Source: an optimization exercise on an open RTL-to-GDS flow (aim: small area and few clock cycles per item). Production flows keep margins and buffers that such runs may drop. In this exercise RTL edits were held to simulation tests only and were not proved equivalent to the original. No activity file was given, so power comes from the tool's default toggle rates.

before:
==> flow/design.v <==
package ple_pkg;
  localparam int OP_W     = 3;
  localparam int KEY_W    = 32;
  localparam int POS_W    = 8;
  localparam int STATUS_W = 3;
  localparam int FOUND_W  = 4;
  localparam int LEN_W    = 5;
  localparam int IN_DATA_W  = 48;
  localparam int OUT_DATA_W = 16;
  localparam logic [OP_W-1:0] OP_INS_FIRST = 3'd0;
  localparam logic [OP_W-1:0] OP_INS_LAST  = 3'd1;
  localparam logic [OP_W-1:0] OP_INS_AT    = 3'd2;
  localparam logic [OP_W-1:0] OP_DEL_FIRST = 3'd3;
  localparam logic [OP_W-1:0] OP_DEL_LAST  = 3'd4;
  localparam logic [OP_W-1:0] OP_DEL_AT    = 3'd5;
  localparam logic [OP_W-1:0] OP_SEARCH    = 3'd6;
  localparam logic [STATUS_W-1:0] ST_OK       = 3'd0;
  localparam logic [STATUS_W-1:0] ST_BADPOS   = 3'd1;
  localparam logic [STATUS_W-1:0] ST_BEYOND   = 3'd2;
  localparam logic [STATUS_W-1:0] ST_EMPTY    = 3'd3;
  localparam logic [STATUS_W-1:0] ST_FULL     = 3'd4;
  localparam logic [STATUS_W-1:0] ST_NOTFOUND = 3'd5;
endpackage
module ple_cell #(
  parameter int DATA_WIDTH = 32
) (
  input  logic                  clk,
  input  logic                  shift,
  input  logic                  load,
  input  logic [DATA_WIDTH-1:0] key_word,
  input  logic [DATA_WIDTH-1:0] up_data,
  output logic [DATA_WIDTH-1:0] data,
  output logic                  match
);
  logic [DATA_WIDTH-1:0] data_r;
  logic                  hold;
  assign hold = !(shift || load);
  always_ff @(posedge clk) begin
    data_r <= ({DATA_WIDTH{hold}}  & data_r)
            | ({DATA_WIDTH{load}}  & key_word)
            | ({DATA_WIDTH{shift}} & up_data);
  end
  assign match = (data_r == key_word);
  assign data  = data_r;
endmodule
module positional_list_engine #(
  parameter int CAPACITY   = 16,
  parameter int DATA_WIDTH = 32
) (
  input  logic                            clk,
  input  logic                            rst_n,
  input  logic                            in_tvalid,
  output logic                            in_tready,
  input  logic [ple_pkg::IN_DATA_W-1:0]   in_tdata,
  output logic                            out_tvalid,
  input  logic                            out_tready,
  output logic [ple_pkg::OUT_DATA_W-1:0]  out_tdata
);
  logic [2:0]            in_op;
  logic [DATA_WIDTH-1:0] key_word;
  logic [7:0]            in_pos;
  assign in_op    = in_tdata[2:0];
  assign key_word = in_tdata[34:3];
  assign in_pos   = in_tdata[42:35];
  logic in_acc;
  logic out_valid_r;
  assign in_tready = !out_valid_r || out_tready;
  assign in_acc    = in_tvalid && in_tready;
  logic [4:0] count_r;
  logic [3:0] head_r;
  logic       full;
  logic       empty;
  assign full  = count_r[4];
  assign empty = (count_r == 5'd0);
  logic [2:0] dec_status;
  logic       dec_ins;
  logic       dec_del;
  logic       dec_search;
  always_comb begin
    dec_status = ple_pkg::ST_OK;
    dec_ins    = 1'b0;
    dec_del    = 1'b0;
    dec_search = 1'b0;
    case (in_op)
      ple_pkg::OP_INS_FIRST: begin
        if (full) dec_status = ple_pkg::ST_FULL;
        else      dec_ins    = 1'b1;
      end
      ple_pkg::OP_INS_LAST: begin
        if (full) dec_status = ple_pkg::ST_FULL;
        else      dec_ins    = 1'b1;
      end
      ple_pkg::OP_INS_AT: begin
        if (in_pos[7])                    dec_status = ple_pkg::ST_BADPOS;
        else if (in_pos > {3'd0, count_r}) dec_status = ple_pkg::ST_BEYOND;
        else if (full)                    dec_status = ple_pkg::ST_FULL;
        else                              dec_ins    = 1'b1;
      end
      ple_pkg::OP_DEL_FIRST: begin
        if (empty) dec_status = ple_pkg::ST_EMPTY;
        else       dec_del    = 1'b1;
      end
      ple_pkg::OP_DEL_LAST: begin
        if (empty) dec_status = ple_pkg::ST_EMPTY;
        else       dec_del    = 1'b1;
      end
      ple_pkg::OP_DEL_AT: begin
        if (in_pos[7])                         dec_status = ple_pkg::ST_BADPOS;
        else if (in_pos == 8'd0 && empty)      dec_status = ple_pkg::ST_EMPTY;
        else if (in_pos >= {3'd0, count_r})    dec_status = ple_pkg::ST_BEYOND;
        else                                   dec_del    = 1'b1;
      end
      ple_pkg::OP_SEARCH: begin
        dec_search = 1'b1;
      end
      default: begin
      end
    endcase
  end
  logic [3:0] p_eff;
  logic [3:0] cnt_m1;
  assign cnt_m1 = count_r[3:0] - 4'd1;    
  always_comb begin
    case (in_op)
      ple_pkg::OP_INS_LAST: p_eff = count_r[3:0];
      ple_pkg::OP_DEL_LAST: p_eff = cnt_m1;
      ple_pkg::OP_INS_AT,
      ple_pkg::OP_DEL_AT:   p_eff = in_pos[3:0];
      default:              p_eff = 4'd0;
    endcase
  end
  function automatic logic gt4(input logic [3:0] a, input logic [3:0] b);
    logic g;
    g = 1'b0;
    for (int i = 0; i < 4; i++) begin
      g = (a[i] && !b[i]) || ((a[i] || !b[i]) && g);
    end
    gt4 = g;
  endfunction
  logic [CAPACITY-1:0] gt;         
  logic [CAPACITY-1:0] below;      
  logic [CAPACITY-1:0] at_hm1;     
  always_comb begin
    for (int a = 0; a < CAPACITY; a++) begin
      logic [3:0] rel;
      rel = 4'd0;
      for (int h = 0; h < CAPACITY; h++) begin
        if (head_r == 4'(h)) rel = 4'((a - h) & 15);
      end
      gt[a]        = gt4(p_eff, rel);
      at_hm1[a]    = (rel == 4'd15);
    end
    for (int a = 0; a < CAPACITY; a++) begin
      below[a] = cell_live[(a + 1) % CAPACITY] && !at_hm1[a];
    end
  end
  logic [CAPACITY-1:0] cell_shift;
  logic [CAPACITY-1:0] cell_load;
  logic                do_ins;
  logic                do_del;
  assign do_ins = in_acc && dec_ins;
  assign do_del = in_acc && dec_del;
  always_comb begin
    for (int a = 0; a < CAPACITY; a++) begin
      logic gt_up;
      gt_up         = gt[(a + 1) % CAPACITY];
      cell_shift[a] = (do_ins && gt_up) || (do_del && !gt[a] && below[a]);
      cell_load[a]  = do_ins && !gt_up && (gt[a] || at_hm1[a]);
    end
  end
  logic [DATA_WIDTH-1:0] cell_data [CAPACITY];
  logic [CAPACITY-1:0]   cell_match;
  for (genvar g = 0; g < CAPACITY; g++) begin : g_cell
    ple_cell #(
      .DATA_WIDTH (DATA_WIDTH)
    ) u_cell (
      .clk      (clk),
      .shift    (cell_shift[g]),
      .load     (cell_load[g]),
      .key_word (key_word),
      .up_data  (cell_data[(g + 1) % CAPACITY]),
      .data     (cell_data[g]),
      .match    (cell_match[g])
    );
  end
  logic [4:0] count_nxt;
  always_comb begin
    count_nxt = count_r;
    if (in_acc && dec_ins)      count_nxt = count_r + 5'd1;
    else if (in_acc && dec_del) count_nxt = count_r - 5'd1;
  end
  always_ff @(posedge clk) begin
    if (!rst_n) begin
      count_r <= 5'd0;
      head_r  <= 4'd0;
    end else begin
      count_r <= count_nxt;
      if (do_ins) head_r <= head_r - 4'd1;
    end
  end
  logic [CAPACITY-1:0] cell_live;
  logic [CAPACITY-1:0] live_nxt;
  always_comb begin
    for (int a = 0; a < CAPACITY; a++) begin
      logic tail;
      tail        = cell_live[a] && (!cell_live[(a + 1) % CAPACITY] || at_hm1[a]);
      live_nxt[a] = do_ins ? (cell_live[a] || at_hm1[a])
                  : do_del ? (cell_live[a] && !tail)
                  : cell_live[a];
    end
  end
  always_ff @(posedge clk) begin
    if (!rst_n) cell_live <= '0;
    else        cell_live <= live_nxt;
  end
  logic [CAPACITY-1:0] match_live;
  logic [CAPACITY-1:0] match_rot;
  always_comb begin
    match_live = cell_match & cell_live;
    match_rot  = {match_live, match_live} >> head_r;
  end
  logic [2:0]          res_status_r;
  logic [CAPACITY-1:0] res_match_r;
  always_ff @(posedge clk) begin
    if (!rst_n) begin
      out_valid_r <= 1'b0;
    end else if (in_tready) begin
      out_valid_r <= in_tvalid;
    end
  end
  always_ff @(posedge clk) begin
    if (in_acc) begin
      res_status_r <= dec_search ? ple_pkg::ST_NOTFOUND : dec_status;
      res_match_r  <= match_rot;
    end
  end
  logic       hit;
  logic [3:0] hit_idx;
  logic [2:0] out_status;
  logic [3:0] out_found;
  always_comb begin
    hit_idx = 4'd0;
    for (int j = CAPACITY - 1; j >= 0; j--) begin
      if (res_match_r[j]) hit_idx = 4'(j);
    end
    hit        = (res_status_r == ple_pkg::ST_NOTFOUND) && (|res_match_r);
    out_status = hit ? ple_pkg::ST_OK : res_status_r;
    out_found  = hit ? hit_idx : 4'd0;
  end
  assign out_tvalid = out_valid_r;
  assign out_tdata  = {4'd0, count_r, out_found, out_status};
endmodule
make LEC_CHECK=0 CAP_MARGIN=20 CORE_MARGIN=2 CORE_UTILIZATION=40 CTS_BUF_LIST=sky130_fd_sc_hd__clkbuf_8 CTS_CLUSTER_DIAMETER=50 CTS_CLUSTER_SIZE=20 SLEW_MARGIN=20 SYNTH_HIERARCHICAL=1 finish   # period 3.8 ns
run.sh (not shown) runs the stock make flow with config.mk's settings and CLKGATE_MAP_FILE= SYNTH_SCRIPT=/design/flow/synth_recipe.tcl, a recipe that flattens the netlist after the stock synthesis.
before reached the end of the flow, and the finished layout is clean on the timing, design-rule and antenna checks.
Testbench counts of before, summed over its fixed seeds: cycles 12,008, items 12,000.
[inputs] after vs before
-- flow/design.v --
<<< before, line 140
  logic [CAPACITY-1:0] gt;         
  logic [CAPACITY-1:0] below;      
  logic [CAPACITY-1:0] at_hm1;     
  always_comb begin
>>> after, line 140
  logic [CAPACITY-1:0] gt;         
  logic [CAPACITY-1:0] below;      
  logic [CAPACITY-1:0] cell_live;  
  logic [CAPACITY-1:0] at_hm1;     
  always_comb begin
<<< before, line 149
      end
      gt[a]        = gt4(p_eff, rel);
      at_hm1[a]    = (rel == 4'd15);
    end
>>> after, line 150
      end
      gt[a]        = gt4(p_eff, rel);
      cell_live[a] = count_r[4] || gt4(count_r[3:0], rel);
      at_hm1[a]    = (rel == 4'd15);
    end
<<< before, line 199
    end
  end
  logic [CAPACITY-1:0] cell_live;
  logic [CAPACITY-1:0] live_nxt;
  always_comb begin
    for (int a = 0; a < CAPACITY; a++) begin
      logic tail;
      tail        = cell_live[a] && (!cell_live[(a + 1) % CAPACITY] || at_hm1[a]);
      live_nxt[a] = do_ins ? (cell_live[a] || at_hm1[a])
                  : do_del ? (cell_live[a] && !tail)
                  : cell_live[a];
    end
  end
  always_ff @(posedge clk) begin
    if (!rst_n) cell_live <= '0;
    else        cell_live <= live_nxt;
  end
  logic [CAPACITY-1:0] match_live;
  logic [CAPACITY-1:0] match_rot;
>>> after, line 201
    end
  end
  logic [CAPACITY-1:0] match_live;
  logic [CAPACITY-1:0] match_rot;
==> notes.md <==
after completed every stage of the flow, and the final layout passed the timing, design-rule and antenna checks. after vs. before: post-place setup slack decreased by 0.28 ns relative to the old numbers, die footprint increased by about 1.5% relative to the old numbers, clock tree cell share of total cell area decreased by 0.60 points relative to the old numbers, clock power decreased by about 10% relative to the old numbers. In the reports for after and before, the smaller power belongs to after. Of after and before, the run reporting the lower fraction of power consumed by sequential logic was before. after ended up with a higher part of the power in combinational logic than before did. Higher cell area among after and before: after.
Testbench counts of after, summed over its fixed seeds: cycles 12,008, items 12,000.

==> re-timing with driven ports <==
The flow's constraints put no driver on any port. The routed layouts listed below were extracted and timed again, unchanged, in two steps. Step 1, drivers: a clkbuf_16 drives clk and a buf_2 each remaining input, both assumed. Step 2 also shifts input and output timing later by t, the mid clock arrival at the registers, as if the neighbouring blocks saw the same clock. Slacks: ideal ports / drivers / drivers and shift; pairs: ideal ports / drivers.
run	t, ns	setup slack, ns	clock arrival spread, ns	worst data-port slew with drivers (ns)
before	0.754	0.257 / 0.257 / -0.428	0.067 / 0.067	0.09
after	0.757	0.106 / 0.106 / -0.592	0.050 / 0.050	0.07
Met with ideal ports but missed after step 2: setup timing in before and after. The setup slack of after, which loses most, moves by 0.000 ns with the drivers and by -0.698 ns with both steps.
